From an optimization exercise on the open Yosys and OpenROAD flow, aimed at small area, a short achievable clock period and few clock cycles; shortcuts taken in it are not production practice. Function was checked by simulation only, so behaviour that the tests miss may differ from the original. No activity file was given, so power comes from the tool's default toggle rates.

===== design/flow/run.sh =====
#!/bin/bash
# synth_recipe.tcl (not shown) runs the flow's synth.tcl, then flattens the netlist and writes it again
# the make line also repeats each setting of config.mk as NAME=value (left out here)
make -C /OpenROAD-flow-scripts/flow DESIGN_CONFIG=/design/flow/config.mk WORK_HOME=/design/flow/orfs CLKGATE_MAP_FILE= SYNTH_SCRIPT=/design/flow/synth_recipe.tcl finish

===== design/flow/config.mk =====
export PLATFORM = sky130hd
export DESIGN_NAME = slab_alloc_top
export DESIGN_NICKNAME = slab_alloc_top
export VERILOG_FILES = /design/flow/design.v
export SDC_FILE = /design/flow/constraint.sdc
export NUM_CORES = 4
export LEC_CHECK = 0
export CAP_MARGIN = 20
export CORE_MARGIN = 2
export CORE_UTILIZATION = 40
export CTS_BUF_LIST = sky130_fd_sc_hd__clkbuf_8
export CTS_CLUSTER_DIAMETER = 50
export CTS_CLUSTER_SIZE = 20
export SETUP_SLACK_MARGIN = 3.5
export SLEW_MARGIN = 20
export TNS_END_PERCENT = 20

===== design/flow/design.v =====
`timescale 1ns/1ps
module slab_alloc_top (
    input  logic                    clk,
    input  logic                    rst,
    input  logic [15:0]             req_size,
    input  logic                    req_valid,
    output logic                    req_ready,
    output logic [32-1:0] malloc_pointer,
    output logic                    malloc_failed,
    output logic                    malloc_valid,
    input  logic                    malloc_ready,
    input  logic [32-1:0] free_pointer,
    input  logic [15:0]             free_size,
    input  logic                    free_valid,
    output logic                    free_ready,
    output logic                    error_overflow
);
    function automatic logic [4:1] size_class(input logic [15:0] s);
        logic nz;
        logic [4:1] le;      
        nz = s != 16'd0;
        le[1] = s[15:7] == 9'd0 && !(s[6] && s[5:0] != 6'd0);
        le[2] = s[15:8] == 8'd0 && !(s[7] && s[6:0] != 7'd0);
        le[3] = s[15:9] == 7'd0 && !(s[8] && s[7:0] != 8'd0);
        le[4] = s[15:10] == 6'd0 && !(s[9] && s[8:0] != 9'd0);
        size_class[1] = nz && le[1];
        size_class[2] = le[2] && !le[1];
        size_class[3] = le[3] && !le[2];
        size_class[4] = le[4] && !le[3];
    endfunction
    logic [4:1] acls;
    logic [4:1] fcls;
    logic       acc_alloc;
    logic       acc_free;
    assign acls = size_class(req_size);
    assign fcls = size_class(free_size);
    assign acc_alloc = req_valid;
    assign acc_free = free_valid;
    assign req_ready = 1'b1;
    assign free_ready = 1'b1;
    logic [3:0] pg;
    logic       pg_avail;
    assign pg_avail = pg != 4'd10;
    logic [4:1] wr;
    logic [4:1] pop;
    logic [4:1] bg_set;
    logic       pg_take;
    logic [7:0] wr_data;
    logic [8:0] effm [1:4];      
    logic [7:0] remd [1:4];      
    logic [4:1] ok;              
    logic [4:1] full;            
    logic [4:1] ne;              
    logic [4:1] a_push;          
    logic [4:1] a_page;          
    logic [8:0] ptr_q;
    logic [8:0] ptr_next;
    logic [7:0] rem_next;
    always_comb begin
        ptr_next = '0;
        rem_next = '0;
        for (int k = 1; k <= 4; k++) begin
            ptr_next = ptr_next | (acls[k] ? effm[k] : 9'd0);
            rem_next = rem_next | (acls[k] ? remd[k] : 8'd0);
        end
    end
    always_ff @(posedge clk) begin
        if (rst) begin
            malloc_valid <= 1'b0;
            malloc_failed <= 1'b0;
            wr <= '0;
            pop <= '0;
            bg_set <= '0;
            pg_take <= 1'b0;
            error_overflow <= 1'b0;
        end else begin
            if (acc_alloc) begin
                malloc_valid <= 1'b1;
                malloc_failed <= (acls & ok) == '0;
            end else if (malloc_ready) begin
                malloc_valid <= 1'b0;
            end
            if (acc_alloc) begin
                wr <= acls & a_push;
                pop <= acls & ne;
                bg_set <= acls & a_push;
                pg_take <= (acls & a_page) != '0;
            end else begin
                wr <= acc_free ? (fcls & ~full) : 4'd0;
                pop <= '0;
                bg_set <= '0;
                pg_take <= 1'b0;
            end
            error_overflow <= acc_free && (fcls & full) != '0;
        end
    end
    always_ff @(posedge clk) begin
        if (acc_alloc)
            ptr_q <= ptr_next;
        wr_data <= acc_free ? free_pointer[13:6] : rem_next;
    end
    assign malloc_pointer = {17'd0, ptr_q, 6'd0};
    always_ff @(posedge clk) begin
        if (rst)
            pg <= 4'd2;
        else if (pg_take)
            pg <= pg + 1'b1;
    end
    function automatic logic [3:0] inc15(input logic [3:0] x);
        inc15 = x == 4'd14 ? 4'd0 : x + 1'b1;
    endfunction
    for (genvar k = 1; k <= 4; k++) begin : g_cls
        localparam int W = 9 - k;
        localparam int OW = 6 - k;
        logic [W-1:0] mem [15];
        logic [W-1:0] head_q;
        logic [3:0]   rd;
        logic [3:0]   wt;
        logic [4:0]   cnt;       
        logic         empty;     
        logic         one;       
        logic         bg_h;
        logic         bg_m;
        logic [3:0]   bg_s;
        logic         hasrem;
        logic [7:0]   a8;
        logic [7:0]   r8;
        logic [W-1:0] wr_k;
        logic         to_ring;
        logic         head_ld;
        logic         head_wr;
        logic [7:0]   h_a8;
        logic [7:0]   h_r8;
        logic [7:0]   w_a8;
        logic [7:0]   p_a8;
        logic [7:0]   p_r8;
        assign wr_k = wr_data[7:k-1];
        assign h_a8 = 8'({head_q, {(k-1){1'b0}}});
        assign h_r8 = 8'({head_q[W-1:OW], head_q[OW-1:0] + 1'b1, {(k-1){1'b0}}});
        assign w_a8 = 8'({wr_k, {(k-1){1'b0}}});
        assign p_a8 = {pg[2:0], 5'd0};
        assign p_r8 = 8'({pg[2:0], {(OW-1){1'b0}}, 1'b1, {(k-1){1'b0}}});
        assign ne[k] = !empty || wr[k];
        assign full[k] = wr[k] ? cnt == 5'd15 : cnt[4];
        assign a8 = !empty ? h_a8 : wr[k] ? w_a8 : p_a8;
        assign r8 = !empty ? h_r8 : p_r8;
        assign ok[k] = ne[k] || pg_avail;
        assign effm[k] = ok[k] ? {a8[7:6] == 2'b00, a8} : 9'd0;
        assign remd[k] = r8;
        assign hasrem = head_q[OW-1:0] != {OW{1'b1}};
        assign a_push[k] = ne[k] ? (bg_h && hasrem) : pg_avail;
        assign a_page[k] = !ne[k] && pg_avail;
        assign head_wr = empty || one;
        assign to_ring = wr[k] && !empty && !(one && pop[k]);
        assign head_ld = pop[k] || (wr[k] && empty);
        always_ff @(posedge clk) begin
            if (to_ring)
                mem[wt] <= wr_k;
        end
        always_ff @(posedge clk) begin
            if (head_ld)
                head_q <= head_wr ? wr_k : mem[rd];
        end
        always_ff @(posedge clk) begin
            if (rst) begin
                rd <= '0;
                wt <= '0;
                cnt <= '0;
                empty <= 1'b1;
                one <= 1'b0;
                bg_h <= 1'b0;
                bg_m <= 1'b0;
            end else begin
                if (to_ring)
                    wt <= inc15(wt);
                if (pop[k] && !head_wr)
                    rd <= inc15(rd);
                if (wr[k] && !pop[k]) begin
                    cnt <= cnt + 1'b1;
                    empty <= 1'b0;
                    one <= empty;
                end else if (pop[k] && !wr[k]) begin
                    cnt <= cnt - 1'b1;
                    empty <= one;
                    one <= cnt == 5'd2;
                end
                if (head_ld)
                    bg_h <= head_wr ? bg_set[k] : (bg_m && bg_s == rd);
                if (to_ring && bg_set[k]) begin
                    bg_m <= 1'b1;
                    bg_s <= wt;
                end else if (head_ld && !head_wr && bg_s == rd) begin
                    bg_m <= 1'b0;
                end
            end
        end
    end
endmodule

===== design/flow/constraint.sdc =====
create_clock -name core_clock -period 6.0 [get_ports {clk}]
set_input_delay 1.2000 -clock core_clock [delete_from_list [all_inputs] [get_ports {clk}]]
set_output_delay 1.2000 -clock core_clock [all_outputs]
set_load 0.01 [all_outputs]

==> results of run 1 <==
## repair_timing
item,in CTS,in global routing
pin swaps,16,4
gates resized for setup,96,26
endpoints found under the setup margin,284,259
buffers inserted,12,4
hold buffers,0,0
## Yosys cell counts (28+ instances only)
library cell / count / area (um2)
nand2_1: 99 / 372
edfxtp_1: 441 / 13200
o21ai_0: 67 / 335
xor2_1: 28 / 245
a21oi_1: 80 / 400
mux4_2: 104 / 2340
dfxtp_1: 112 / 2240
nor2_1: 134 / 503
mux2i_1: 52 / 521
clkbuf_1: 57 / 214
nor3_1: 36 / 180
## metal layers
layer	vias to the layer above	part of all wire (%)
met2	372	46
met5	-	0
met4	0	2.0
met3	62	5.9
met1	6774	46
li1	6186	-
## worst max-delay path, stage by stage
cell and delay (ns):
clkdlybuf4s50_1 0.53, nor3_2 0.31, nand2_1 0.13, nand4_1 0.13
buf_4 0.16, nor2_1 0.09, a221o_1 0.40, o32a_1 0.30
## where the power goes
part	leakage [uW]	total, uW	switching [uW]	internal (uW)
Sequential	0.00492	4170	29.4	4140
Clock	0.000554	2440	1410	1030
Combinational	0.00282	144	94.8	49.1
Total	0.00829	6750	1540	5220
## registers in the layout (all words and copies together) (netlist names), 8 cells and up, named ones only
| register | flops |
|---|---|
| g_cls.mem | 390 |
| g_cls.head_q | 26 |
| g_cls.cnt | 20 |
| g_cls.bg_s | 16 |
| g_cls.rd | 16 |
| g_cls.wt | 16 |
| ptr_q | 9 |
| wr_data | 8 |
## cell type report
type,count,area (um2),share of cell area (%)
Sequential cell,553,15500,59.2
Timing Repair Buffer,90,786,3.00
Tap cell,765,957,3.66
Inverter,26,97.6,0.373
Antenna cell,1,2.50,0.00956
Multi-Input combinational cell,925,7740,29.6
Clock inverter,33,404,1.54
Clock buffer,50,688,2.63
## logic make-up after synthesis
group                    share of synthesized area, %
AO/OA/AOI/OAI                                    6.46
XOR/XNOR                                         1.42
adder cells (fa/ha/maj)                          1.62
buffers and inverters                            2.57
flip-flops                                       66.0
multiplexers                                     13.5
other                                          0.0320
AND/OR/NAND/NOR                                  8.39
## worst paths after layout
kind	start	end	slack (ns)	cells after the start
worst max-delay path	req_size[5]	wr_data[4]$_DFF_P_	3.33	8
worst min register to register	g_cls[3].bg_m$_SDFFE_PP0P_	g_cls[3].bg_h$_SDFFE_PP0P_	0.46	2
worst max register to register	wr[1]$_SDFF_PP0_	g_cls[1].mem[4][7]$_DFFE_PP_	3.42	4
worst min-delay path	g_cls[3].bg_m$_SDFFE_PP0P_	g_cls[3].bg_h$_SDFFE_PP0P_	0.46	2
## stage by stage
stage	util, %	total power (uW)	worst slack [ns]	instance area, um2
floorplan	-	4320	3.05	23500
global placement	42.7	4400	1.82	24700
detailed placement	42.7	4400	1.81	24700
CTS	45.1	6820	3.26	26100
global route	45.3	6960	3.30	26200
finish	45.3	6750	3.33	26200
==> summary.txt, run 1 <==
Min cycle time layout: 2.67 ns
CP Capture Type: register
Max VDD drop: 0.151 mV
Worst slew pin tran: 1.03 ns
M3 GR Usage: 2.86%
Remaining DRCs: 0
CTS HTree Levels: 2
Pin count of the biggest net entering global routing: 73
GRT Residual Overflow: 0
Area grow syn2layout: 11.7%
Leakage: 0.00829 uW
Number of max-cap violations: 0
Synth Area per Inst: 14.8 um2
Hold violation count in the final report: 0
Die area: 60,600 um2
Total track usage: 16.8%
1st-iter DRT viols: 1,259
Chip Height: 246 um
Critical Path AT: 3.24 ns
Initial core utilization: 40.6%
Final Cycle Share: 44.4%
Layout cells sized above 1: 19.7%
First-pass GRT wire length: 77.8 mm
Grt met2 use: 26.4%
Met1 GRT Util: 24.3%
Die width: 246 um
Placed Cells incl. Taps: 2,343
Setup tns final: 0 ns
Most common cell after layout, fill and taps aside: edfxtp_1
Synthesis-stage register bit count: 553
RSZ-0062 raised after global routing: true
Number of global-route vias before repair: 12,900
Port Buffer Count: 56
Routed wire per std cell: 21.0 um
Post-synth ARST share: 0%
Fill cell count: 5,095
Worst skew pair latency: 0.68 ns
Crit path required time: 6.58 ns
Clock skew: 0.0570 ns
Worst Hold Class: reg -> reg
Initial antenna violation count: 1
HPWL Detailed: 32.1 mm
Max_slew headroom: 31.3%
Register area share after synthesis: 66.0%
Cell variety after synth: 63
Mapped Cells: 1,586
Hold slack: 0.461 ns
# nets final: 1,738
CTS Buffer Depth: 3
DRT Wirelength: 51.2 mm
CORE AREA: 57,800 um2
Status: timing/DRC/antenna clean
Synth Warn #: 3
CTS buffer count: 45
CTS Sinks: 553
CP Launch Type: primary input
Non-filler instance count after layout: 2,443
IO Count: 106
Pwr Density: 258 nW/um2
Pre-antenna DRT Iters: 5
Vias: 13,400
Clk root buf: clkbuf_8
CTS clk-pin slew, worst paths: 0.12 ns
Post-synth EDFFs: 441
Top FF cell, synth: edfxtp_1
GRT busiest layer: met2
Most frequent cells in the layout: edfxtp_1, nor2_1, mux4_2, dfxtp_1, nand2_1
CTS tree: yes
Routed vias/inst: 5.48
Post-route ant nets: 0
Finish-stage setup viols: 0
Slew Limit Fails: 0
Crit-path max FO: 5
Synthesized area: 23,400 um2
Placer Congestion: 0.822
Fmax: 0.375 GHz
Std cell rows: 88
CP Class: in -> reg
Testbench counts, summed over its fixed seeds: cycles 7,452.
==> run 2, diff against run 1 <==
--- a/design/flow/config.mk
+++ b/design/flow/config.mk
@@ -12,5 +12,4 @@
 export CTS_CLUSTER_DIAMETER = 50
 export CTS_CLUSTER_SIZE = 20
-export SETUP_SLACK_MARGIN = 3.5
+export SETUP_SLACK_MARGIN = 3.2
 export SLEW_MARGIN = 20
-export TNS_END_PERCENT = 20
==> run 2 against run 1 <==
Sequential power barely moved. Cell count rose by 0.70%. Largest power group unchanged. Largest cell class unchanged. Final area rose by 0.11%. Critical endpoint unchanged.
==> summary.txt, run 2 <==
Status: timing/DRC/antenna clean
Area grow syn2layout: 11.8%
Finish-stage setup viols: 0
Register area share after synthesis: 66.0%
Max_slew headroom: 31.5%
CTS Buffer Depth: 3
Leakage: 0.00833 uW
Worst slew pin tran: 1.02 ns
Crit-path max FO: 4
Synth Area per Inst: 14.8 um2
Setup tns final: 0 ns
Post-synth ARST share: 0%
Top FF cell, synth: edfxtp_1
Clock network fraction of design power: 37.7%
Routed vias/inst: 5.50
Cell variety after synth: 63
Crit path required time: 6.56 ns
Synthesized area: 23,400 um2
Mapped Cells: 1,586
CP Capture Type: register
# nets final: 1,746
Slew Limit Fails: 0
Initial antenna violation count: 1
Number of global-route vias before repair: 13,300
Reg with most FFs: g_cls.mem
Max VDD drop: 0.150 mV
Worst path slowest cell: or4_4
Crit path cell chain: dlygate4sd2_1 > or4_4 > o311a_4 > o21ai_4 > nor2_2 > a221o_1 > o32a_1
Die area: 60,600 um2
Post-layout power: 6930 uW
Most common cell after layout, fill and taps aside: edfxtp_1
Number of flip-flops under the largest register name: 390
Reg power frac: 60.2%
Port Buffer Count: 56
Initial core utilization: 40.6%
Fmax: 0.360 GHz
HPWL Detailed: 33.8 mm
GRT Residual Overflow: 0
Routed wire per std cell: 21.4 um
Vias: 13,500
Layout cells sized above 1: 18.8%
Pin count of the biggest net entering global routing: 69
CTS Sinks: 553
Net load switching power: 1640 uW
Comb power frac: 2.2%
RSZ-0062 raised after global routing: true
Area leader, netlist: edfxtp_1
Synth top area share: 56.5%
Clk root buf: clkbuf_8
Pwr Density: 264 nW/um2
Critical path's largest stage delay: 0.54 ns
CTS clk-pin slew, worst paths: 0.10 ns
Sw Share: 23.6%
Total track usage: 17.5%
Std cell rows: 88
CTS HTree Levels: 2
First-pass GRT wire length: 80.9 mm
CTS buffer count: 53
Synth top area cells: edfxtp_1, mux4_2, dfxtp_1, mux2i_1, nor2_1
Internal power: 5290 uW
Number of max-cap violations: 0
DRT Wirelength: 52.8 mm
Die width: 246 um
Post-route ant nets: 0
Most frequent cells in the layout: edfxtp_1, nor2_1, mux4_2, dfxtp_1, nand2_1
Pre-antenna DRT Iters: 5
Min cycle time layout: 2.77 ns
Final Cycle Share: 46.2%
CORE AREA: 57,800 um2
Regs by FF count: g_cls.mem (390), g_cls.head_q (26), g_cls.cnt (20)
Chip Height: 246 um
Post-synth EDFFs: 441
Most frequent cell after synthesis: edfxtp_1
CP Launch Type: primary input
Clock skew: 0.0426 ns
Placer Congestion: 0.823
IO Count: 106
Critical Path AT: 3.33 ns
Hold violation count in the final report: 0
Synth cell count leaders: edfxtp_1, nor2_1, dfxtp_1
Worst Hold Class: reg -> reg
Cts hold-fix bufs: 0
CP Class: in -> reg
Worst skew pair latency: 0.68 ns
1st-iter DRT viols: 1,298
Synthesis-stage register bit count: 553
Synth Warn #: 3
CTS tree: yes
Remaining DRCs: 0
Fill cell count: 5,048
## run 2: cell types whose count changed in the layout (fill, tap and decap cells not counted), moves of 4 or more
cell / before / now
inv_8: 2 / 10
o21ai_0: 63 / 67
nor2_4: 8 / 1
clkbuf_8: 50 / 55
nor3_2: 10 / 5
clkdlybuf4s50_1: 28 / 32
clkinvlp_4: 2 / 6
buf_2: 7 / 2
nor3_1: 25 / 29
nor2_1: 118 / 126
## run 2: logic make-up (layout without fill, tap and decap cells)
logic type,after synthesis,after routing,share of synthesized area (%)
AND/OR/NAND/NOR,408,408,8.39
other,2,26,0.0320
flip-flops,553,553,66.0
buffers and inverters,131,216,2.57
AO/OA/AOI/OAI,244,244,6.46
XOR/XNOR,38,38,1.42
adder cells (fa/ha/maj),28,28,1.62
multiplexers,182,182,13.5
## run 2: power by group through the flow
stage / Clock [uW] / Sequential (uW) / Combinational (uW)
finish: 2610 / 4170 / 150
floorplan: 0 / 4260 / 55.4
detailed placement: 0 / 4260 / 151
global placement: 0 / 4260 / 146
CTS: 2680 / 4170 / 150
global route: 2820 / 4170 / 163
## run 2: repair_timing
item,in CTS,in global routing
gates cloned,0,1
buffers inserted,8,4
resized for setup,38,21
pin swaps,8,6
setup endpoints to repair,148,106
## run 2: cell type report
class	count	area [um2]	area share, %
Sequential cell	553	15500	59.2
Multi-Input combinational cell	925	7600	29.0
Tap cell	765	957	3.65
Timing Repair Buffer	90	800	3.05
Clock buffer	55	757	2.89
Clock inverter	45	492	1.88
Inverter	26	97.6	0.372
Antenna cell	1	2.50	0.00955
## run 2: per-layer routing
| metal | vias up | GRT usage (%) | wire length, um |
|---|---|---|---|
| met5 | - | 0 | 0 |
| met4 | 0 | 5.04 | 1010 |
| met3 | 76 | 2.36 | 2510 |
| met2 | 342 | 26.9 | 24300 |
| met1 | 6897 | 26.1 | 24900 |
| li1 | 6213 | - | - |
## run 2: worst paths after layout
check | from | depth (start not counted) | endpoint | slack (ns)
max | req_size[0] | 7 | wr_data[4]$_DFF_P_ | 3.23
min | malloc_valid$_SDFFE_PP0P_ | 2 | malloc_valid$_SDFFE_PP0P_ | 0.49
max reg2reg | wr[1]$_SDFF_PP0_ | 4 | g_cls[1].mem[14][0]$_DFFE_PP_ | 3.34
min reg2reg | malloc_valid$_SDFFE_PP0P_ | 2 | malloc_valid$_SDFFE_PP0P_ | 0.49
## run 2: worst max-delay path, delay by kind of cell
family,cells,cell delay [ns]
AO/OA/AOI/OAI,4,1.23
AND/OR/NAND/NOR,2,0.62
buffers and inverters,1,0.27
## run 2: through the flow
stage               hold slack [ns]  instance area (um2)  instances  worst slack [ns]  utilization (%)
finish                        0.494                26200       2460              3.23             45.3
global route                  0.501                26200       2460              3.18             45.3
CTS                           0.495                26100       2454              3.19             45.1
detailed placement            0.476                24700       2346              1.69             42.8
global placement              0.467                24700       2346              1.64             42.8
floorplan                     0.406                23500       1609              3.05                -
==> run 3, diff against run 2 <==
--- a/design/flow/config.mk
+++ b/design/flow/config.mk
@@ -12,4 +12,4 @@
 export CTS_CLUSTER_DIAMETER = 50
 export CTS_CLUSTER_SIZE = 20
-export SETUP_SLACK_MARGIN = 3.2
+export SETUP_SLACK_MARGIN = 3.8
 export SLEW_MARGIN = 20
==> run 3 against run 2 <==
Final area up 5.1%. First-iteration DRC count fell by 10%. Total power increased by 0.61%. Maximum frequency is 8.0% higher. Critical path type unchanged.
==> summary.txt, run 3 <==
Status: timing/DRC/antenna clean
Regs by FF count: g_cls.mem (390), g_cls.head_q (26), g_cls.cnt (20)
Worst slew pin tran: 1.09 ns
Remaining DRCs: 0
Mapped Cells: 1,586
Post-synth ARST share: 0%
HPWL Detailed: 32.1 mm
Post-synth EDFFs: 441
Synth cell count leaders: edfxtp_1, nor2_1, dfxtp_1
Final core utilization: 47.7%
Most common cell after layout, fill and taps aside: edfxtp_1
Area leader, netlist: edfxtp_1
Total track usage: 17.3%
Post-route ant nets: 0
Number of global-route vias before repair: 13,400
Crit-path max FO: 6
CTS clk-pin slew, worst paths: 0.10 ns
Synth Area per Inst: 14.8 um2
Finish-stage setup viols: 0
Crit path required time: 6.56 ns
Leakage: 0.00879 uW
Fmax: 0.389 GHz
Most frequent cells in the layout: edfxtp_1, mux4_2, nand2_1, nor2_1, dfxtp_1
Max_slew headroom: 27.6%
Max VDD drop: 0.160 mV
Initial core utilization: 40.6%
Number of max-cap violations: 0
Number of flip-flops under the largest register name: 390
Pin count of the biggest net entering global routing: 73
Synthesis-stage register bit count: 553
Clk root buf: clkbuf_8
Die width: 246 um
Worst skew pair latency: 0.68 ns
Placer Congestion: 0.839
Area grow syn2layout: 17.5%
Synth top area cells: edfxtp_1, mux4_2, dfxtp_1, mux2i_1, nor2_1
Initial antenna violation count: 2
Cts hold-fix bufs: 0
Synthesized area: 23,400 um2
CTS HTree Levels: 2
CP Launch Type: primary input
RSZ-0062 raised after global routing: true
CTS Buffer Depth: 3
Layout cells sized above 1: 28.3%
Setup tns final: 0 ns
Fill cell count: 4,952
# nets final: 1,791
Synth Warn #: 3
1st-iter DRT viols: 1,163
GRT Residual Overflow: 0
Reg with most FFs: g_cls.mem
First-pass GRT wire length: 79.9 mm
Synth top area share: 56.5%
Min cycle time layout: 2.57 ns
Slew Limit Fails: 0
Pwr Density: 253 nW/um2
Reg2Reg Depth: 6
Pre-antenna DRT Iters: 6
Sequential Area: 15,500 um2
Die area: 60,600 um2
IO Count: 106
Area of the multi-input gates: 8240 um2
Register area share after synthesis: 66.0%
Final Cycle Share: 42.8%
CP Class: in -> reg
Routed wire per std cell: 21.0 um
Routed vias/inst: 5.51
Cell variety after synth: 63
Critical Path AT: 3.13 ns
CTS Sinks: 553
Top FF cell, synth: edfxtp_1
Most frequent cell after synthesis: edfxtp_1
Clock skew: 0.0442 ns
Vias: 13,800
Worst Hold Class: reg -> reg
CORE AREA: 57,800 um2
CP Capture Type: register
Hold violation count in the final report: 0
Std cell rows: 88
Hold path cells: 2
DRT Wirelength: 52.6 mm
CTS buffer count: 49
Port Buffer Count: 56
CTS tree: yes
Chip Height: 246 um
-- run 3: stage by stage --
| step | instance area [um2] | worst slack (ns) | total power (uW) | hold WS (ns) | cells |
|---|---|---|---|---|---|
| final | 27600 | 3.43 | 6970 | 0.485 | 2501 |
| after global placement | 24800 | 1.91 | 4400 | 0.466 | 2344 |
| after detailed placement | 24800 | 1.86 | 4400 | 0.472 | 2344 |
| after CTS | 27200 | 3.38 | 7040 | 0.480 | 2491 |
| after floorplan | 23700 | 3.05 | 4320 | 0.406 | 1609 |
| after global routing | 27600 | 3.44 | 7200 | 0.499 | 2501 |
-- run 3: layout make-up --
class / count / share of cell area (%)
clock buffer: 53 / 2.65
sequential: 553 / 56.4
antenna: 1 / 0.00908
inverter: 26 / 0.368
tap: 765 / 3.47
timing repair buffer: 139 / 5.31
multi-input combinational: 925 / 29.9
clock inverter: 39 / 1.89
-- run 3: path summary, 6_finish.rpt --
kind | slack (ns) | from | endpoint
max | 3.43 | req_size[1] | wr_data[4]$_DFF_P_
min | 0.49 | malloc_failed$_SDFFE_PP0P_ | malloc_failed$_SDFFE_PP0P_
max reg2reg | 3.73 | register | g_cls[1].head_q[0]$_DFFE_PP_
min reg2reg | 0.49 | malloc_failed$_SDFFE_PP0P_ | malloc_failed$_SDFFE_PP0P_
-- run 3: worst max-delay path, cell delays in order --
cell and delay [ns]:
buf_6 0.10, or4_4 0.53, o311a_4 0.33, o21ai_4 0.15, buf_12 0.14, nor2_4 0.04
a221o_1 0.35, o32a_1 0.28
-- run 3: logic make-up after synthesis --
kind of cell / after synthesis / synth area share (%)
xor gates and xnor gates: 38 / 1.42
AOI/OAI and AO/OA: 244 / 6.46
other: 2 / 0.0320
adders and majority gates: 28 / 1.62
and+or+nand+nor: 408 / 8.39
muxes: 182 / 13.5
buffers and inverters: 131 / 2.57
DFF: 553 / 66.0
-- run 3: power by group --
part / internal (uW) / total, uW / switching, uW / leakage [uW]
clock network: 1210 / 2650 / 1440 / 0.000629
registers: 4140 / 4160 / 21.7 / 0.00493
logic: 53.9 / 160 / 106 / 0.00323
total: 5410 / 6970 / 1560 / 0.00879
-- run 3: layer usage --
metal  up-vias  track usage, %  wire length, um
li1       6319               -                -
met1      6967            24.9            23900
met2       409            27.4            24500
met3        75            2.79             3070
met4         0            4.53             1130
met5         -               0                0
-- run 3: repair_timing --
| item | 4_1_cts | 5_1_grt |
|---|---|---|
| buffers inserted | 51 | 8 |
| pin swaps | 37 | 35 |
| endpoints found under the setup margin | 404 | 287 |
| resized for setup | 255 | 95 |
| cloned | 4 | 1 |
==> run 4, diff against run 3 <==
--- a/design/flow/config.mk
+++ b/design/flow/config.mk
@@ -8,8 +8,8 @@
 export CAP_MARGIN = 20
 export CORE_MARGIN = 2
-export CORE_UTILIZATION = 40
+export CORE_UTILIZATION = 60
 export CTS_BUF_LIST = sky130_fd_sc_hd__clkbuf_8
 export CTS_CLUSTER_DIAMETER = 50
 export CTS_CLUSTER_SIZE = 20
-export SETUP_SLACK_MARGIN = 3.8
+export SETUP_SLACK_MARGIN = 3.5
 export SLEW_MARGIN = 20
==> run 4 against run 3 <==
Via count decreased by 3.0%. Non-clock buffer count shrank 44. Critical path depth grew 1. Clock power fell by 7%. Clock skew down 0.0012 ns. Worst setup slack lost 0.11 ns. Critical path type unchanged. Largest power group unchanged.
==> summary.txt, run 4 <==
Status: timing/DRC/antenna clean
Hold path cells: 2
CTS HTree Levels: 2
Chip Height: 202 um
Slew Limit Fails: 0
Regs by FF count: g_cls.mem (390), g_cls.head_q (26), g_cls.cnt (20)
Register area share after synthesis: 66.0%
Synth top area share: 56.5%
CP Launch Type: primary input
Pwr Density: 260 nW/um2
CTS Buffer Depth: 3
Post-synth ARST share: 0%
Worst Slack Setup Final: 3.32 ns
Post-Place Setup Slack: 1.96 ns
Initial core utilization: 60.7%
First-pass GRT wire length: 76.7 mm
Fill cell count: 2,664
CTS tree: yes
Area of the multi-input gates: 7820 um2
RSZ-0062 raised after global routing: true
Routed wire per std cell: 22.5 um
Setup tns final: 0 ns
Crit path required time: 6.57 ns
Critical path's largest stage delay: 0.53 ns
Mapped Cells: 1,586
CP most frequent cell: buf_6
HPWL Detailed: 31.7 mm
CORE AREA: 38,600 um2
Crit-path max FO: 5
Number of flip-flops under the largest register name: 390
Hold violation count in the final report: 0
Pre-antenna DRT Iters: 5
Pin count of the biggest net entering global routing: 73
Design Area, Final: 26,100 um2
Remaining DRCs: 0
CP Capture Type: register
Worst R2R End: g_cls[1].head_q[5]$_DFFE_PP_
Area grow syn2layout: 11.2%
Post-route ant nets: 0
Worst skew pair latency: 0.68 ns
Worst slew pin tran: 1.03 ns
CTS clk-pin slew, worst paths: 0.08 ns
Critical Path AT: 3.25 ns
Reg2Reg Depth: 4
Initial antenna violation count: 0
Placed Cells incl. Taps: 2,093
Top FF cell, synth: edfxtp_1
Crit path cell chain: buf_6 > or4_4 > o311a_4 > o21ai_4 > buf_6 > buf_6 > nor2_4 > or4_1 > o21ai_1
Die width: 202 um
Layout cells sized above 1: 22.2%
Fmax: 0.373 GHz
Hold Path Sink: malloc_valid$_SDFFE_PP0P_
Synth Area per Inst: 14.8 um2
Post-synth EDFFs: 441
Leakage: 0.00835 uW
Synthesis-stage register bit count: 553
CTS buffer count: 49
Ant diodes: 0
Buf+Inv Stages, Crit Path: 3
Worst hold start: malloc_valid$_SDFFE_PP0P_
Max_slew headroom: 31.0%
Cell variety after synth: 63
Most frequent cell after synthesis: edfxtp_1
1st-iter DRT viols: 1,170
Die area: 40,700 um2
CP Class: in -> reg
Non-filler instance count after layout: 2,209
Std cell rows: 72
Worst Hold Class: reg -> reg
Final core utilization: 67.4%
Clk root buf: clkbuf_8
Total track usage: 25.0%
Number of max-cap violations: 0
CTS Sinks: 553
Area leader, netlist: edfxtp_1
Max VDD drop: 0.272 mV
# nets final: 1,747
Routed vias/inst: 6.05
Most frequent cells in the layout: edfxtp_1, nor2_1, mux4_2, nand2_1, dfxtp_1
Clock skew: 0.0431 ns
Reg with most FFs: g_cls.mem
DRT Wirelength: 49.7 mm
Min cycle time layout: 2.68 ns
Worst path top cell family by delay: simple AND/OR/NAND/NOR gates
Most common cell after layout, fill and taps aside: edfxtp_1
Placement Cell Area: 24,400 um2
IO Count: 106
Placer Congestion: 0.839
Sequential Area: 15,500 um2
Port Buffer Count: 56
Synth top area cells: edfxtp_1, mux4_2, dfxtp_1, mux2i_1, nor2_1
Worst path slowest cell: or4_4
R2R setup slack: 3.60 ns
Finish-stage setup viols: 0
Final Cycle Share: 44.6%
Synth cell count leaders: edfxtp_1, nor2_1, dfxtp_1
GRT Residual Overflow: 0
Synth Warn #: 3
Number of global-route vias before repair: 13,000
Synthesized area: 23,400 um2
Vias: 13,400
run 4: cell counts after synthesis:
No cell type changed its count.
run 4: power breakdown:
group	switching, uW	leakage, uW	total, uW	internal, uW
registers	27.1	0.00492	4170	4140
logic	97.4	0.00286	147	49.4
clock network	1370	0.000576	2470	1100
total	1490	0.00835	6790	5290
run 4: metrics by stage:
step                hold slack, ns  total power, uW
floorplan                    0.406             4320
CTS                          0.484             6840
global placement             0.465             4400
finish                       0.491             6790
global route                 0.497             6990
detailed placement           0.478             4400
run 4: final cells by class:
class | instances | share of cell area [%]
Inverter | 26 | 0.374
Sequential cell | 553 | 59.5
Timing Repair Buffer | 95 | 3.19
Tap cell | 518 | 2.49
Clock buffer | 53 | 2.80
Clock inverter | 39 | 1.59
Multi-Input combinational cell | 925 | 30.0
run 4: worst max-delay path by stage:
stage                                 endpoint  depth (start not counted)   startpoint  slack (ns)
CTS                         wr_data[4]$_DFF_P_                          7  req_size[2]        3.27
floorplan                   wr_data[4]$_DFF_P_                          6  req_size[1]        3.05
detailed placement          ptr_q[5]$_DFFE_PP_                          7  req_size[8]        1.96
global placement            ptr_q[5]$_DFFE_PP_                          7  req_size[8]        1.95
finish              malloc_failed$_SDFFE_PP0P_                          9  req_size[2]        3.32
global route        malloc_failed$_SDFFE_PP0P_                          9  req_size[2]        3.31
run 4: repair_timing:
action | in CTS | in global routing
endpoints found under the setup margin | 257 | 162
buffers inserted | 18 | 5
cloned | 1 | 0
pin swaps | 27 | 25
hold buffers | 0 | 0
gates resized for setup | 129 | 41
run 4: layer usage:
metal  up-vias  track usage (%)  share of wire, %
li1       6198                -                 -
met1      6642             36.6                44
met2       432             39.8                48
met3        84             3.60               6.1
met4         0             6.88               2.3
met5         -                0                 0
run 4: cell families (layout without fill, tap and decap cells):
kind of cell	Yosys count	after routing	share of synthesized area, %
buf+inv	131	213	2.57
simple gates	408	408	8.39
other cells	2	25	0.0320
flops	553	553	66.0
mux	182	182	13.5
xor+xnor	38	38	1.42
compound gates	244	244	6.46
fa+ha+maj	28	28	1.62
run 4: worst register-to-register path, delay by kind of cell, from the launching register on:
| kind | cells | cell delay, ns |
|---|---|---|
| buf+inv | 1 | 0.38 |
| flops | 1 | 0.34 |
| mux | 3 | 1.44 |
==> run 5, diff against run 4 <==
--- a/design/flow/config.mk
+++ b/design/flow/config.mk
@@ -8,8 +8,9 @@
 export CAP_MARGIN = 20
 export CORE_MARGIN = 2
-export CORE_UTILIZATION = 60
+export CORE_UTILIZATION = 40
 export CTS_BUF_LIST = sky130_fd_sc_hd__clkbuf_8
 export CTS_CLUSTER_DIAMETER = 50
 export CTS_CLUSTER_SIZE = 20
+export PLACE_DENSITY = 0.8
 export SETUP_SLACK_MARGIN = 3.5
 export SLEW_MARGIN = 20
==> run 5 against run 4 <==
Worst setup slack better by 0.022 ns. Die area grew 49%. Via count rose by 3.7%. Clock skew fell by 0.00074 ns. Flip-flop and latch count unchanged. Critical path type unchanged. Largest cell class unchanged. Largest power group unchanged. Highest routed layer unchanged.
==> summary.txt, run 5 <==
Status: timing/DRC/antenna clean
Fmax: 0.377 GHz
1st-iter DRT viols: 1,495
Comb power frac: 2.4%
GRT Residual Overflow: 0
Pwr Density: 246 nW/um2
First-pass GRT wire length: 77.3 mm
CTS tree: yes
Placer Congestion: 0.869
Met1 GRT Util: 23.0%
Worst Hold Class: reg -> reg
Synth cell count leaders: edfxtp_1, nor2_1, dfxtp_1
Std cell rows: 88
M3 GR Usage: 3.16%
CP Class: in -> reg
Sw Share: 21.9%
Number of global-route vias before repair: 13,400
Most common cell after layout, fill and taps aside: edfxtp_1
Net load switching power: 1420 uW
Most frequent cells in the layout: edfxtp_1, nor2_1, mux4_2, nand2_1, dfxtp_1
Vias: 13,900
Hold path cells: 2
CTS clk-pin slew, worst paths: 0.10 ns
Initial core utilization: 40.6%
Internal power: 5040 uW
Area leader, netlist: edfxtp_1
Reg2Reg Depth: 4
Reg with most FFs: g_cls.mem
# nets final: 1,744
R2R setup slack: 3.59 ns
CTS Buffer Depth: 3
Post-synth EDFFs: 441
Finish-stage setup viols: 0
Reg power frac: 64.5%
IO Count: 106
Number of max-cap violations: 0
Post-synth ARST share: 0%
Synthesis-stage register bit count: 553
Fill cell count: 4,876
Worst R2R End: g_cls[1].head_q[4]$_DFFE_PP_
Layout cells sized above 1: 21.2%
Routed wire per std cell: 20.8 um
GRT busiest layer: met2
Area grow syn2layout: 11.9%
Crit-path max FO: 4
CP Capture Type: register
CTS Sinks: 553
Min cycle time layout: 2.66 ns
Max_slew headroom: 41.5%
Mapped Cells: 1,586
Port Buffer Count: 56
DRT Wirelength: 50.7 mm
Clk root buf: clkbuf_8
Cell variety after synth: 63
Post-route ant nets: 0
CORE AREA: 57,800 um2
Remaining DRCs: 0
Worst slew pin tran: 0.877 ns
Initial antenna violation count: 4
CTS HTree Levels: 2
Worst skew pair latency: 0.66 ns
Worst hold start: malloc_failed$_SDFFE_PP0P_
Hold Path Sink: malloc_failed$_SDFFE_PP0P_
Number of flip-flops under the largest register name: 390
CP Launch Type: primary input
Grt met2 use: 26.6%
Synthesized area: 23,400 um2
Routed vias/inst: 5.67
Clock skew: 0.0423 ns
Setup tns final: 0 ns
Slew Limit Fails: 0
Register area share after synthesis: 66.0%
Critical Path AT: 3.23 ns
Regs by FF count: g_cls.mem (390), g_cls.head_q (26), g_cls.cnt (20)
Synth top area share: 56.5%
HPWL Detailed: 33.0 mm
Top FF cell, synth: edfxtp_1
Chip Height: 246 um
Pin count of the biggest net entering global routing: 69
Final Cycle Share: 44.3%
Synth top area cells: edfxtp_1, mux4_2, dfxtp_1, mux2i_1, nor2_1
Max VDD drop: 0.132 mV
Die width: 246 um
Hold slack: 0.458 ns
Synth Area per Inst: 14.8 um2
CTS buffer count: 41
Die area: 60,600 um2
Hold violation count in the final report: 0
Leakage: 0.00831 uW
RSZ-0062 raised after global routing: true
Pre-antenna DRT Iters: 5
Crit path required time: 6.57 ns
Synth Warn #: 3
Clock network fraction of design power: 33.1%
Most frequent cell after synthesis: edfxtp_1
Total track usage: 16.5%
-- run 5: cell types whose count changed in the layout (fill, tap and decap cells not counted), sizes merged, moves of 4 or more --
cell,delta
clkinv,-8
inv,+7
dlygate4sd2,-4
buf,+6
clkinvlp,-4
clkbuf,-11
-- run 5: worst max-delay path, stage by stage --
cell and delay (ns):
buf_8 0.09, or4_4 0.57, o311a_4 0.34, o21ai_4 0.23, buf_6 0.15, nor2_4 0.04, or4_4 0.48, o21ai_1 0.12
-- run 5: final cells by class --
class | count | area [um2] | share of cell area, %
flip-flops and latches | 553 | 15500 | 59.2
multi-input cells | 925 | 7840 | 29.9
well taps | 765 | 957 | 3.65
repair buffers | 100 | 900 | 3.43
clock buffers | 42 | 578 | 2.20
clock inverters | 32 | 335 | 1.28
inverters | 26 | 101 | 0.386
diodes | 1 | 2.50 | 0.00954
-- run 5: logic make-up after synthesis --
kind of cell               synth area share [%]
buffers and inverters                      2.57
xor gates and xnor gates                   1.42
other                                    0.0320
DFF                                        66.0
adders and majority gates                  1.62
AOI/OAI and AO/OA                          6.46
and+or+nand+nor                            8.39
muxes                                      13.5
-- run 5: worst max-delay path by stage --
stage                             from                          to  cells past startpoint
floorplan                  req_size[1]          wr_data[4]$_DFF_P_                      6
global placement           req_size[1]          wr_data[4]$_DFF_P_                      7
detailed placement         req_size[1]          wr_data[4]$_DFF_P_                      7
CTS                        req_size[2]  malloc_failed$_SDFFE_PP0P_                      8
global route        ptr_q[1]$_DFFE_PP_           malloc_pointer[7]                      1
finish                     req_size[0]  malloc_failed$_SDFFE_PP0P_                      8
-- run 5: power by group through the flow --
stage | registers, uW | logic [uW] | clock network (uW)
floorplan | 4260 | 57.0 | 0
global placement | 4260 | 141 | 0
detailed placement | 4260 | 147 | 0
CTS | 4170 | 147 | 2180
global route | 4170 | 163 | 2320
finish | 4170 | 152 | 2140
-- run 5: repair_timing --
item | CTS | global route
buffers inserted | 18 | 10
endpoints found under the setup margin | 253 | 149
pin swaps | 25 | 18
hold buffers | 0 | 0
resized for setup | 128 | 50
-- run 5: per-stage QoR --
step	area, um2	instances	total power, uW	util [%]	setup slack, ns
after global routing	26200	2444	6660	45.4	3.35
after floorplan	23600	1609	4320	-	3.05
after global placement	24800	2341	4400	42.8	1.88
final	26200	2444	6460	45.4	3.34
after detailed placement	24800	2341	4400	42.8	1.71
after CTS	26000	2433	6490	45.0	3.32
-- run 5: metal layers --
layer,vias up,share of wire [%]
li1,6188,-
met1,6960,41
met2,630,48
met3,72,9.0
met4,0,2.0
met5,-,0
==> run 6, diff against run 5 <==
--- a/design/flow/config.mk
+++ b/design/flow/config.mk
@@ -12,5 +12,4 @@
 export CTS_CLUSTER_DIAMETER = 50
 export CTS_CLUSTER_SIZE = 20
-export PLACE_DENSITY = 0.8
 export SETUP_SLACK_MARGIN = 3.5
 export SLEW_MARGIN = 20
==> run 6 against run 5 <==
Die area unchanged. Synthesized cell count stayed put. Maximum frequency rose by 3.4%. Worst setup slack better by 0.086 ns. Clock skew down 0.0014 ns. Via count down 2.9%. Critical path type unchanged. Critical endpoint is now wr_data[4]$_DFF_P_. Largest power group unchanged.
==> summary.txt, run 6 <==
Placer Congestion: 0.830
Initial antenna violation count: 1
Synth top area cells: edfxtp_1, mux4_2, dfxtp_1, mux2i_1, nor2_1
Std cell rows: 88
Fmax: 0.389 GHz
Clk root buf: clkbuf_8
Status: timing/DRC/antenna clean
Clock skew: 0.0409 ns
Synth top area share: 56.5%
Hold violation count in the final report: 0
CTS tree: yes
Worst slew pin tran: 1.06 ns
Finish-stage setup viols: 0
Mapped Cells: 1,586
Synthesis-stage register bit count: 553
Initial core utilization: 40.6%
Placed Cells incl. Taps: 2,345
Max_slew headroom: 29.0%
Pin count of the biggest net entering global routing: 73
Slew Limit Fails: 0
Chip Height: 246 um
Synth Warn #: 3
Synth Area per Inst: 14.8 um2
Die width: 246 um
Die area: 60,600 um2
Most frequent cells in the layout: edfxtp_1, nor2_1, mux4_2, nand2_1, dfxtp_1
IO Count: 106
Leakage: 0.00838 uW
Pwr Density: 260 nW/um2
Crit path required time: 6.57 ns
CORE AREA: 57,800 um2
GRT Residual Overflow: 0
Max VDD drop: 0.139 mV
Area leader, netlist: edfxtp_1
R2R setup slack: 3.58 ns
Synth cell count leaders: edfxtp_1, nor2_1, dfxtp_1
Total track usage: 17.1%
DRT Wirelength: 51.4 mm
CP Class: in -> reg
Min cycle time layout: 2.57 ns
Regs by FF count: g_cls.mem (390), g_cls.head_q (26), g_cls.cnt (20)
Most common cell after layout, fill and taps aside: edfxtp_1
1st-iter DRT viols: 1,204
HPWL Detailed: 31.9 mm
Most frequent cell after synthesis: edfxtp_1
Vias: 13,400
Cell variety after synth: 63
Placement Cell Area: 24,800 um2
First-pass GRT wire length: 79.0 mm
CTS buffer count: 46
Non-filler instance count after layout: 2,452
Final Cycle Share: 42.8%
Post-layout power: 6860 uW
Reg with most FFs: g_cls.mem
Hold slack: 0.477 ns
Routed vias/inst: 5.48
Post-route ant nets: 0
Pre-antenna DRT Iters: 5
Number of max-cap violations: 0
Post-synth ARST share: 0%
Number of flip-flops under the largest register name: 390
Top FF cell, synth: edfxtp_1
Remaining DRCs: 0
RSZ-0062 raised after global routing: true
CTS Sinks: 553
Crit-path max FO: 5
Register area share after synthesis: 66.0%
Layout cells sized above 1: 21.9%
Routed wire per std cell: 20.9 um
Worst Hold Class: reg -> reg
Worst skew pair latency: 0.69 ns
Critical Path AT: 3.14 ns
Port Buffer Count: 56
Number of global-route vias before repair: 13,100
Hold path cells: 2
Reg2Reg Depth: 4
CTS HTree Levels: 2
CP Launch Type: primary input
CTS Buffer Depth: 3
Setup tns final: 0 ns
CTS clk-pin slew, worst paths: 0.11 ns
Synthesized area: 23,400 um2
# nets final: 1,747
Post-synth EDFFs: 441
CP Capture Type: register
Design Area, Final: 26,400 um2
Area grow syn2layout: 12.5%
==> run 6: cell families (layout without fill, tap and decap cells) <==
group           Yosys count  after routing  share of synthesized area [%]
flops                   553            553                           66.0
simple gates            408            408                           8.39
compound gates          244            244                           6.46
mux                     182            182                           13.5
buf+inv                 131            208                           2.57
xor+xnor                 38             38                           1.42
fa+ha+maj                28             28                           1.62
other cells               2             26                         0.0320
==> run 6: timing repair <==
action / in CTS / in global routing
buffers inserted: 15 / 6
endpoints found under the hold margin: 0 / 0
gates resized for setup: 122 / 46
hold buffers: 0 / 0
endpoints found under the setup margin: 261 / 154
pin swaps: 15 / 17
cloned: 1 / 0
==> run 6: stage by stage <==
stage | utilization (%) | worst slack, ns
global route | 45.6 | 3.41
finish | 45.6 | 3.43
global placement | 42.9 | 1.98
CTS | 45.3 | 3.42
detailed placement | 42.9 | 1.95
floorplan | - | 3.05
==> run 6: path summary, 6_finish.rpt <==
check	start	endpoint
worst max-delay path	req_size[2]	wr_data[4]$_DFF_P_
worst min-delay path	malloc_failed$_SDFFE_PP0P_	malloc_failed$_SDFFE_PP0P_
worst max register to register	register	g_cls[1].head_q[7]$_DFFE_PP_
worst min register to register	malloc_failed$_SDFFE_PP0P_	malloc_failed$_SDFFE_PP0P_
==> run 6: critical path, cell delays in order <==
cell and delay, ns:
buf_6 0.10, or4_4 0.54, o311a_4 0.33, o21ai_4 0.26, nor2_4 0.07, a221o_1 0.36
o32a_1 0.28
==> run 6: layout make-up <==
class,count,area [um2]
fill,5042,31400
sequential,553,15500
multi-input combinational,925,7800
tap,765,957
timing repair buffer,98,860
clock buffer,47,647
clock inverter,37,512
inverter,26,97.6
antenna,1,2.50
==> run 6: metal layers <==
metal / track usage [%] / wire [um] / vias to the layer above
met3: 2.36 / 2400 / 70
met1: 24.5 / 23600 / 6851
met2: 27.0 / 24300 / 325
met4: 5.01 / 1030 / 0
met5: 0 / 0 / -
li1: - / - / 6200
==> run 6: report_power, final <==
part | switching, uW | internal (uW) | total [uW] | leakage [uW]
registers | 19.4 | 4140 | 4160 | 0.00492
logic | 105 | 49.6 | 155 | 0.00288
clock network | 1420 | 1120 | 2540 | 0.000578
==> run 7, diff against run 6 <==
--- a/design/flow/config.mk
+++ b/design/flow/config.mk
@@ -10,6 +10,6 @@
 export CORE_UTILIZATION = 40
 export CTS_BUF_LIST = sky130_fd_sc_hd__clkbuf_8
-export CTS_CLUSTER_DIAMETER = 50
-export CTS_CLUSTER_SIZE = 20
-export SETUP_SLACK_MARGIN = 3.5
+export CTS_CLUSTER_DIAMETER = 40
+export CTS_CLUSTER_SIZE = 16
+export SETUP_SLACK_MARGIN = 3.6
 export SLEW_MARGIN = 20
==> run 7 against run 6 <==
Still clean. Sequential share of layout area shrank 2.0 points. Area after synthesis is the same. Sequential power is essentially flat. Synthesized cell count is the same. Combinational power grew 3%. Register-to-register slack gained 0.11 ns. Global-route usage grew 0.30 points. Clock skew grew 0.0055 ns. Final area grew 3.6%. Flip-flop and latch count is the same. Critical path type unchanged.
==> summary.txt, run 7 <==
Std cell rows: 88
Port Buffer Count: 56
Cell variety after synth: 63
Regs by FF count: g_cls.mem (390), g_cls.head_q (26), g_cls.cnt (20)
CTS HTree Levels: 3
Largest family of logic cells by synthesized area: multiplexers
CTS clk-pin slew, worst paths: 0.08 ns
Placer Congestion: 0.830
Vias: 13,600
First-pass GRT wire length: 79.8 mm
Post-Synth Adder-Cell Area: 1.62%
Post-synth EDFFs: 441
GRT Residual Overflow: 0
CP Launch Type: primary input
Status: timing/DRC/antenna clean
Layout cells sized above 1: 26.1%
CP Class: in -> reg
Placed Cells incl. Taps: 2,345
CTS buffer count: 69
Initial core utilization: 40.6%
Most frequent cell after synthesis: edfxtp_1
Number of flip-flops under the largest register name: 390
Synth top area share: 56.5%
Number of max-cap violations: 0
Synthesized area: 23,400 um2
Synth Area per Inst: 14.8 um2
Post-synthesis simple-gate area fraction: 8.39%
Pre-antenna DRT Iters: 5
Reg with most FFs: g_cls.mem
Min cycle time layout: 2.61 ns
CP Capture Type: register
DRT Wirelength: 52.2 mm
Die area: 60,600 um2
Synth Area in Compound Gates: 6.46%
Placement Cell Area: 24,800 um2
Worst slew pin tran: 1.03 ns
Max VDD drop: 0.133 mV
Synthesis-stage register bit count: 553
Clk root buf: clkbuf_8
1st-iter DRT viols: 1,051
Routed vias/inst: 5.40
Remaining DRCs: 0
Crit-path max FO: 5
Clock skew: 0.0464 ns
Pin count of the biggest net entering global routing: 73
Final core utilization: 47.3%
Slew Limit Fails: 0
Die width: 246 um
Top FF cell, synth: edfxtp_1
# nets final: 1,794
Synth top area cells: edfxtp_1, mux4_2, dfxtp_1, mux2i_1, nor2_1
Mux cell area share after synthesis: 13.5%
Crit path required time: 6.53 ns
IO Count: 106
Fmax: 0.383 GHz
Worst Hold Class: reg -> reg
Finish-stage setup viols: 0
Design Area, Final: 27,300 um2
Final Cycle Share: 43.5%
Register area share after synthesis: 66.0%
Post-route ant nets: 0
Initial antenna violation count: 1
Area leader, netlist: edfxtp_1
Leakage: 0.00885 uW
XOR/XNOR Fraction of Synth Area: 1.42%
CTS Buffer Depth: 3
Area grow syn2layout: 16.6%
Most frequent cells in the layout: edfxtp_1, mux4_2, nor2_1, nand2_1, dfxtp_1
Most common cell after layout, fill and taps aside: edfxtp_1
HPWL Detailed: 31.9 mm
Max_slew headroom: 31.2%
Mapped Cells: 1,586
RSZ-0062 raised after global routing: true
Routed wire per std cell: 20.7 um
Worst skew pair latency: 0.66 ns
CTS Sinks: 553
Number of global-route vias before repair: 13,300
Pwr Density: 272 nW/um2
Non-filler instance count after layout: 2,519
CTS tree: yes
Total track usage: 17.4%
Synth cell count leaders: edfxtp_1, nor2_1, dfxtp_1
Hold slack: 0.464 ns
Setup tns final: 0 ns
Chip Height: 246 um
CORE AREA: 57,800 um2
Critical Path AT: 3.14 ns
Cts hold-fix bufs: 0
Post-synth ARST share: 0%
Synth Warn #: 3
Hold violation count in the final report: 0
run 7: worst paths after layout:
| check | from | to | slack (ns) | cells past startpoint |
|---|---|---|---|---|
| max | req_size[1] | wr_data[4]$_DFF_P_ | 3.39 | 7 |
| min | malloc_failed$_SDFFE_PP0P_ | malloc_failed$_SDFFE_PP0P_ | 0.46 | 2 |
| max reg2reg | wr[3]$_SDFF_PP0_ | g_cls[3].cnt[4]$_SDFFE_PP0P_ | 3.69 | 8 |
| min reg2reg | malloc_failed$_SDFFE_PP0P_ | malloc_failed$_SDFFE_PP0P_ | 0.46 | 2 |
run 7: stage by stage:
step	power (uW)	setup slack, ns
after detailed placement	4410	1.95
after floorplan	4320	3.05
after global placement	4400	1.98
final	7430	3.39
after CTS	7510	3.36
after global routing	7680	3.37
run 7: worst max-delay path, stage by stage:
cell and delay (ns):
buf_8 0.09, or4_4 0.53, o311a_4 0.33, o21ai_4 0.25
nor2_2 0.07, a221o_1 0.36, o32a_1 0.28
run 7: kinds of logic after synthesis:
kind of cell / Yosys count
fa+ha+maj: 28
xor+xnor: 38
simple gates: 408
mux: 182
flops: 553
other cells: 2
buf+inv: 131
compound gates: 244
run 7: metal layers:
metal / track usage [%] / vias up / wire length (um)
li1: - / 6326 / -
met1: 24.5 / 6784 / 23100
met2: 27.1 / 424 / 24500
met3: 3.21 / 79 / 3500
met4: 5.72 / 0 / 1130
met5: 0 / - / 0
run 7: report_power, final:
group	leakage, uW	internal, uW	switching [uW]	total (uW)
registers	0.00492	4140	19.0	4160
logic	0.00308	51.8	107	159
clock network	0.000848	1570	1540	3110
total	0.00884	5760	1670	7430
run 7: what timing repair did:
action                     4_1_cts  5_1_grt
buffers inserted                27       17
cloned                           1        1
resized for setup              178       61
setup endpoints to repair      289      174
pin swaps                       30       31
run 7: final cells by class:
cell class	instances	area, um2
tap	765	957
inverter	26	97.6
antenna	1	2.50
fill	4967	30500
timing repair buffer	121	1150
clock inverter	54	604
sequential	553	15500
multi-input combinational	926	8000
clock buffer	73	1000
==> run 8, diff against run 7 <==
--- a/design/flow/config.mk
+++ b/design/flow/config.mk
@@ -8,8 +8,9 @@
 export CAP_MARGIN = 20
 export CORE_MARGIN = 2
-export CORE_UTILIZATION = 40
+export CORE_UTILIZATION = 55
 export CTS_BUF_LIST = sky130_fd_sc_hd__clkbuf_8
-export CTS_CLUSTER_DIAMETER = 40
-export CTS_CLUSTER_SIZE = 16
-export SETUP_SLACK_MARGIN = 3.6
+export CTS_CLUSTER_DIAMETER = 45
+export CTS_CLUSTER_SIZE = 18
+export PLACE_DENSITY = 0.7
+export SETUP_SLACK_MARGIN = 3.5
 export SLEW_MARGIN = 20
==> run 8 against run 7 <==
Still clean on timing, DRC and antenna. Clock power is 18% lower. Clock-buffer cell count is 18 lower. First-iteration DRC count is 42% higher. Area after synthesis stayed put. Total power is 7.6% lower. Sequential share of layout area is 2.4 points higher. Clock skew is 0.0068 ns lower. Global-route usage is 5.3 points higher. Via count is 0.32% higher. Die area is 27% lower. Critical path type unchanged. Critical endpoint unchanged.
==> summary.txt, run 8 <==
Status: timing/DRC/antenna clean
RSZ-0062 raised after global routing: true
Largest family of logic cells by synthesized area: multiplexers
CP Depth: 7
Area leader, netlist: edfxtp_1
Area grow syn2layout: 11.8%
Pwr Density: 262 nW/um2
First-pass GRT wire length: 75.8 mm
CTS buffer count: 53
Non-filler instance count after layout: 2,245
CP endpoint: wr_data[4]$_DFF_P_
Remaining DRCs: 0
CTS Sinks: 553
Most frequent cell after synthesis: edfxtp_1
Pre-antenna DRT Iters: 7
Worst path top cell family by delay: compound AO/OA/AOI/OAI gates
Post-Synth Adder-Cell Area: 1.62%
Regs by FF count: g_cls.mem (390), g_cls.head_q (26), g_cls.cnt (20)
Routed wire per std cell: 22.1 um
Synth Warn #: 3
XOR/XNOR Fraction of Synth Area: 1.42%
Synth Area in Compound Gates: 6.46%
CTS HTree Levels: 2
Setup crit start: req_size[2]
Clk root buf: clkbuf_8
CORE AREA: 42,000 um2
CP Capture Type: register
Min cycle time layout: 2.63 ns
Critical Path AT: 3.18 ns
Synth top area share: 56.5%
Chip Height: 210 um
Worst skew pair latency: 0.67 ns
Slew Limit Fails: 0
Post-synth ARST share: 0%
# nets final: 1,755
Std cell rows: 75
R2R setup slack: 3.53 ns
Post-synthesis simple-gate area fraction: 8.39%
CTS tree: yes
Initial core utilization: 55.8%
Top FF cell, synth: edfxtp_1
Worst R2R End: g_cls[2].mem[2][3]$_DFFE_PP_
Setup tns final: 0 ns
Layout cells sized above 1: 21.9%
Die area: 44,300 um2
Synthesis-stage register bit count: 553
Placed Cells incl. Taps: 2,117
Number of global-route vias before repair: 13,100
Register area share after synthesis: 66.0%
Worst path slowest cell: or4_4
Most common cell after layout, fill and taps aside: edfxtp_1
Cell variety after synth: 63
Crit path required time: 6.55 ns
CTS clk-pin slew, worst paths: 0.09 ns
Placer Congestion: 0.870
R2r startpoint: wr[2]$_SDFF_PP0_
Reg2Reg Depth: 4
Fmax: 0.381 GHz
Pin count of the biggest net entering global routing: 67
Total track usage: 22.6%
Max_slew headroom: 29.6%
Die width: 210 um
DRT Wirelength: 49.6 mm
Final Cycle Share: 43.8%
GRT Residual Overflow: 0
Number of flip-flops under the largest register name: 390
Leakage: 0.00843 uW
Max VDD drop: 0.148 mV
Port Buffer Count: 56
IO Count: 106
Synth top area cells: edfxtp_1, mux4_2, dfxtp_1, mux2i_1, nor2_1
Clock skew: 0.0397 ns
Buf+Inv Stages, Crit Path: 1
Synth cell count leaders: edfxtp_1, nor2_1, dfxtp_1
Crit-path max FO: 3
Worst Hold Class: reg -> reg
Post-route ant nets: 0
Mux cell area share after synthesis: 13.5%
Worst slew pin tran: 1.06 ns
Reg with most FFs: g_cls.mem
Crit path cell chain: buf_8 > or4_4 > o311a_4 > o21ai_4 > nor2_4 > a221o_1 > o32a_1
Finish-stage setup viols: 0
Post-synth EDFFs: 441
Most frequent cells in the layout: edfxtp_1, nor2_1, mux4_2, nand2_1, dfxtp_1
Initial antenna violation count: 4
CTS Buffer Depth: 3
Mapped Cells: 1,586
Critical path's largest stage delay: 0.53 ns
1st-iter DRT viols: 1,494
Cts hold-fix bufs: 0
Synth Area per Inst: 14.8 um2
Number of max-cap violations: 0
Synthesized area: 23,400 um2
CP Launch Type: primary input
Vias: 13,700
CP Class: in -> reg
HPWL Detailed: 31.3 mm
Hold violation count in the final report: 0
Routed vias/inst: 6.08
run 8: cell counts after synthesis:
No cell type changed its count.
run 8: stage by stage:
stage / util [%] / worst slack (ns) / hold slack (ns) / total power [uW] / area (um2)
floorplan: - / 3.05 / 0.406 / 4320 / 23600
global placement: 58.3 / 2.02 / 0.468 / 4400 / 24500
detailed placement: 58.3 / 1.97 / 0.473 / 4400 / 24500
CTS: 61.8 / 3.39 / 0.475 / 6910 / 26000
global route: 62.3 / 3.37 / 0.496 / 7090 / 26200
finish: 62.3 / 3.37 / 0.474 / 6870 / 26200
run 8: what timing repair did:
item                                    in CTS  in global routing
buffers inserted                            17                  7
endpoints found under the setup margin     263                149
pin swaps                                   18                 19
resized for setup                          114                 43
gates cloned                                 1                  0
run 8: cells by family (layout without fill, tap and decap cells):
family / after synthesis / count (layout)
DFF: 553 / 553
and+or+nand+nor: 408 / 408
AOI/OAI and AO/OA: 244 / 245
muxes: 182 / 182
buffers and inverters: 131 / 223
xor gates and xnor gates: 38 / 38
adders and majority gates: 28 / 28
other: 2 / 29
run 8: worst min-delay path by stage:
stage | startpoint | endpoint | slack, ns | cells after the start
after floorplan | g_cls[1].wt[0]$_SDFFE_PP0P_ | g_cls[1].bg_s[0]$_DFFE_PP_ | 0.41 | 0
after global placement | g_cls[1].bg_m$_SDFFE_PP0P_ | g_cls[1].bg_m$_SDFFE_PP0P_ | 0.47 | 1
after detailed placement | g_cls[3].bg_m$_SDFFE_PP0P_ | g_cls[3].bg_m$_SDFFE_PP0P_ | 0.47 | 1
after CTS | malloc_failed$_SDFFE_PP0P_ | malloc_failed$_SDFFE_PP0P_ | 0.47 | 2
after global routing | malloc_failed$_SDFFE_PP0P_ | malloc_failed$_SDFFE_PP0P_ | 0.50 | 2
final | malloc_failed$_SDFFE_PP0P_ | malloc_failed$_SDFFE_PP0P_ | 0.47 | 2
run 8: final cells by class:
cell class,count,area [um2]
fill,3094,15800
sequential,553,15500
multi-input combinational,926,7830
timing repair buffer,98,866
clock buffer,55,757
tap,539,674
clock inverter,44,462
inverter,26,97.6
antenna,4,10.0
run 8: worst min-delay path, stage by stage (launching register included):
cell,delay [ns]
dfxtp_2,0.34
nand2_1,0.05
o21ai_1,0.05
run 8: report_power, final:
| part | switching [uW] | total, uW | internal [uW] | leakage, uW |
|---|---|---|---|---|
| clock network | 1430 | 2550 | 1120 | 0.000631 |
| logic | 96.2 | 147 | 51.0 | 0.00288 |
| registers | 27.3 | 4170 | 4140 | 0.00492 |
| total | 1560 | 6870 | 5310 | 0.00843 |
run 8: routing by layer:
metal | routed length, um | track usage [%] | vias to the layer above
met5 | 0 | 0 | -
met1 | 21400 | 33.2 | 6793
met4 | 1320 | 7.58 | 0
li1 | - | - | 6235
met3 | 3960 | 4.23 | 85
met2 | 22900 | 34.6 | 544
==> run 9, diff against run 8 <==
--- a/design/flow/config.mk
+++ b/design/flow/config.mk
@@ -10,6 +10,6 @@
 export CORE_UTILIZATION = 55
 export CTS_BUF_LIST = sky130_fd_sc_hd__clkbuf_8
-export CTS_CLUSTER_DIAMETER = 45
-export CTS_CLUSTER_SIZE = 18
+export CTS_CLUSTER_DIAMETER = 50
+export CTS_CLUSTER_SIZE = 20
 export PLACE_DENSITY = 0.7
 export SETUP_SLACK_MARGIN = 3.5
==> run 9 against run 8 <==
Die area unchanged. Flip-flop and latch count unchanged. Sequential power about the same. Clock-buffer cell count down 8. Core utilization down 0.33 points. Routed wire length down 0.51%. Critical path type unchanged. Largest cell class unchanged.
==> summary.txt, run 9 <==
Initial core utilization: 55.8%
Routed vias/inst: 6.11
Top FF cell, synth: edfxtp_1
Clock skew: 0.0429 ns
Leakage: 0.00838 uW
Final Cycle Share: 42.9%
Setup tns final: 0 ns
Synthesized area: 23,400 um2
Pin count of the biggest net entering global routing: 67
Clk root buf: clkbuf_8
Cell variety after synth: 63
Crit-path max FO: 3
# nets final: 1,744
Vias: 13,600
Min cycle time layout: 2.58 ns
Worst slew pin tran: 1.03 ns
Initial antenna violation count: 3
Post-synth ARST share: 0%
Remaining DRCs: 0
CTS tree: yes
CP Launch Type: primary input
Synth Area per Inst: 14.8 um2
Area grow syn2layout: 11.2%
Std cell rows: 75
Regs by FF count: g_cls.mem (390), g_cls.head_q (26), g_cls.cnt (20)
Die area: 44,300 um2
Most common cell after layout, fill and taps aside: edfxtp_1
Synth cell count leaders: edfxtp_1, nor2_1, dfxtp_1
CORE AREA: 42,000 um2
First-pass GRT wire length: 75.2 mm
Synthesis-stage register bit count: 553
DRT Wirelength: 49.4 mm
Crit path required time: 6.55 ns
Post-synthesis simple-gate area fraction: 8.39%
Routed wire per std cell: 22.2 um
RSZ-0062 raised after global routing: true
Area leader, netlist: edfxtp_1
Die width: 210 um
CTS clk-pin slew, worst paths: 0.11 ns
Hold violation count in the final report: 0
Synth Area in Compound Gates: 6.46%
Number of flip-flops under the largest register name: 390
Synth top area cells: edfxtp_1, mux4_2, dfxtp_1, mux2i_1, nor2_1
Largest family of logic cells by synthesized area: multiplexers
Reg with most FFs: g_cls.mem
CTS Sinks: 553
Register area share after synthesis: 66.0%
Fmax: 0.388 GHz
Port Buffer Count: 56
Critical Path AT: 3.13 ns
Layout cells sized above 1: 21.3%
Max VDD drop: 0.186 mV
Number of global-route vias before repair: 13,000
Pwr Density: 259 nW/um2
Max_slew headroom: 31.1%
Worst skew pair latency: 0.67 ns
CTS HTree Levels: 2
Status: timing/DRC/antenna clean
GRT Residual Overflow: 0
Number of max-cap violations: 0
Most frequent cells in the layout: edfxtp_1, nor2_1, mux4_2, nand2_1, dfxtp_1
Synth top area share: 56.5%
CTS buffer count: 45
Worst Hold Class: reg -> reg
Synth Warn #: 3
Most frequent cell after synthesis: edfxtp_1
Post-route ant nets: 0
Pre-antenna DRT Iters: 5
Placer Congestion: 0.870
XOR/XNOR Fraction of Synth Area: 1.42%
Final core utilization: 62.0%
Hold slack: 0.476 ns
IO Count: 106
Total track usage: 22.5%
Slew Limit Fails: 0
Mux cell area share after synthesis: 13.5%
Post-synth EDFFs: 441
CP Capture Type: register
CP Class: in -> reg
Chip Height: 210 um
HPWL Detailed: 31.3 mm
Mapped Cells: 1,586
Post-Synth Adder-Cell Area: 1.62%
CTS Buffer Depth: 3
1st-iter DRT viols: 1,394
Finish-stage setup viols: 0
-- run 9: cell counts after synthesis --
Identical to the previous run, type by type.
-- run 9: cell families (layout without fill, tap and decap cells) --
logic type / count (synthesis) / after routing
AOI/OAI and AO/OA: 244 / 244
xor gates and xnor gates: 38 / 38
adders and majority gates: 28 / 28
buffers and inverters: 131 / 206
DFF: 553 / 553
muxes: 182 / 182
other: 2 / 28
and+or+nand+nor: 408 / 408
-- run 9: timing repair --
item,4_1_cts,5_1_grt
gates resized for setup,112,41
setup endpoints to repair,267,154
buffers inserted,13,9
pin swaps,16,18
hold buffers,0,0
-- run 9: layout make-up --
| cell class | instances | area, um2 |
|---|---|---|
| antenna | 3 | 7.51 |
| inverter | 26 | 97.6 |
| clock buffer | 47 | 647 |
| tap | 539 | 674 |
| clock inverter | 37 | 457 |
| fill | 3097 | 16000 |
| multi-input combinational | 925 | 7800 |
| sequential | 553 | 15500 |
| timing repair buffer | 96 | 873 |
-- run 9: layer usage --
layer  up-vias  share of wire, %  GRT usage, %
met4         0               2.7          7.50
met3        84               7.3          3.96
met5         -                 0             0
li1       6193                 -             -
met2       520                46          34.3
met1      6804                44          33.2
-- run 9: final timing paths --
path / from / to / slack, ns / cells past startpoint
worst min-delay path: malloc_failed$_SDFFE_PP0P_ / malloc_failed$_SDFFE_PP0P_ / 0.48 / 2
worst max register to register: wr[1]$_SDFF_PP0_ / g_cls[1].mem[11][5]$_DFFE_PP_ / 3.55 / 6
worst min register to register: malloc_failed$_SDFFE_PP0P_ / malloc_failed$_SDFFE_PP0P_ / 0.48 / 2
worst max-delay path: req_size[1] / wr_data[4]$_DFF_P_ / 3.42 / 7
-- run 9: metrics by stage --
step                instance area, um2  power [uW]  instances  worst slack (ns)
global route                     26100        6970       2226              3.42
global placement                 24500        4400       2117              2.02
floorplan                        23600        4320       1609              3.05
detailed placement               24500        4400       2117              1.97
finish                           26100        6740       2226              3.42
CTS                              25800        6810       2214              3.41
-- run 9: critical path, cell delays in order --
cell and delay [ns]:
buf_8 0.09, or4_4 0.53, o311a_4 0.34, o21ai_4 0.24, nor2_4 0.06, a221o_1 0.37, o32a_1 0.29
-- run 9: report_power, final --
group	total (uW)	switching (uW)	internal [uW]
clock	2430	1390	1040
combinational	144	93.7	50.8
sequential	4170	27.1	4140

-- port drivers added, routing unchanged --
The flow's constraints put no driver on any port. The routed layouts listed below were extracted and timed again, unchanged, in two steps. Step 1: set_driving_cell puts a clkbuf_16 on clk and a buf_2 on each other input, an assumption about the parent block. Step 2 moves the port delays by t, midway between the first and last clock arrival at a register: inputs arrive t later, outputs are due t later. That takes back most of the time a late clock gives input paths. Three values: ideal, step 1, step 2; two values: the first two.
run	shift t [ns]	setup slack, ns	worst setup path at the end	latest minus earliest clock arrival (ns)
run 1	0.708	3.335 / 3.337 / 2.655	input to register	0.057 / 0.057
run 2	0.720	3.225 / 3.212 / 2.542	input to register	0.053 / 0.052
run 3	0.713	3.432 / 3.456 / 2.743	input to register	0.045 / 0.044
run 4	0.711	3.322 / 3.337 / 2.627	input to register	0.047 / 0.047
run 5	0.685	3.344 / 3.352 / 2.672	input to register	0.045 / 0.045
run 6	0.729	3.430 / 3.453 / 2.724	input to register	0.049 / 0.048
run 7	0.702	3.391 / 3.406 / 2.704	input to register	0.056 / 0.056
run 8	0.697	3.373 / 3.383 / 2.686	input to register	0.047 / 0.048
run 9	0.698	3.423 / 3.430 / 2.732	input to register	0.048 / 0.048
After both steps setup and hold are still met in every run listed. The setup slack of run 6, which loses most, moves by +0.023 ns with the drivers and by -0.706 ns with both steps.
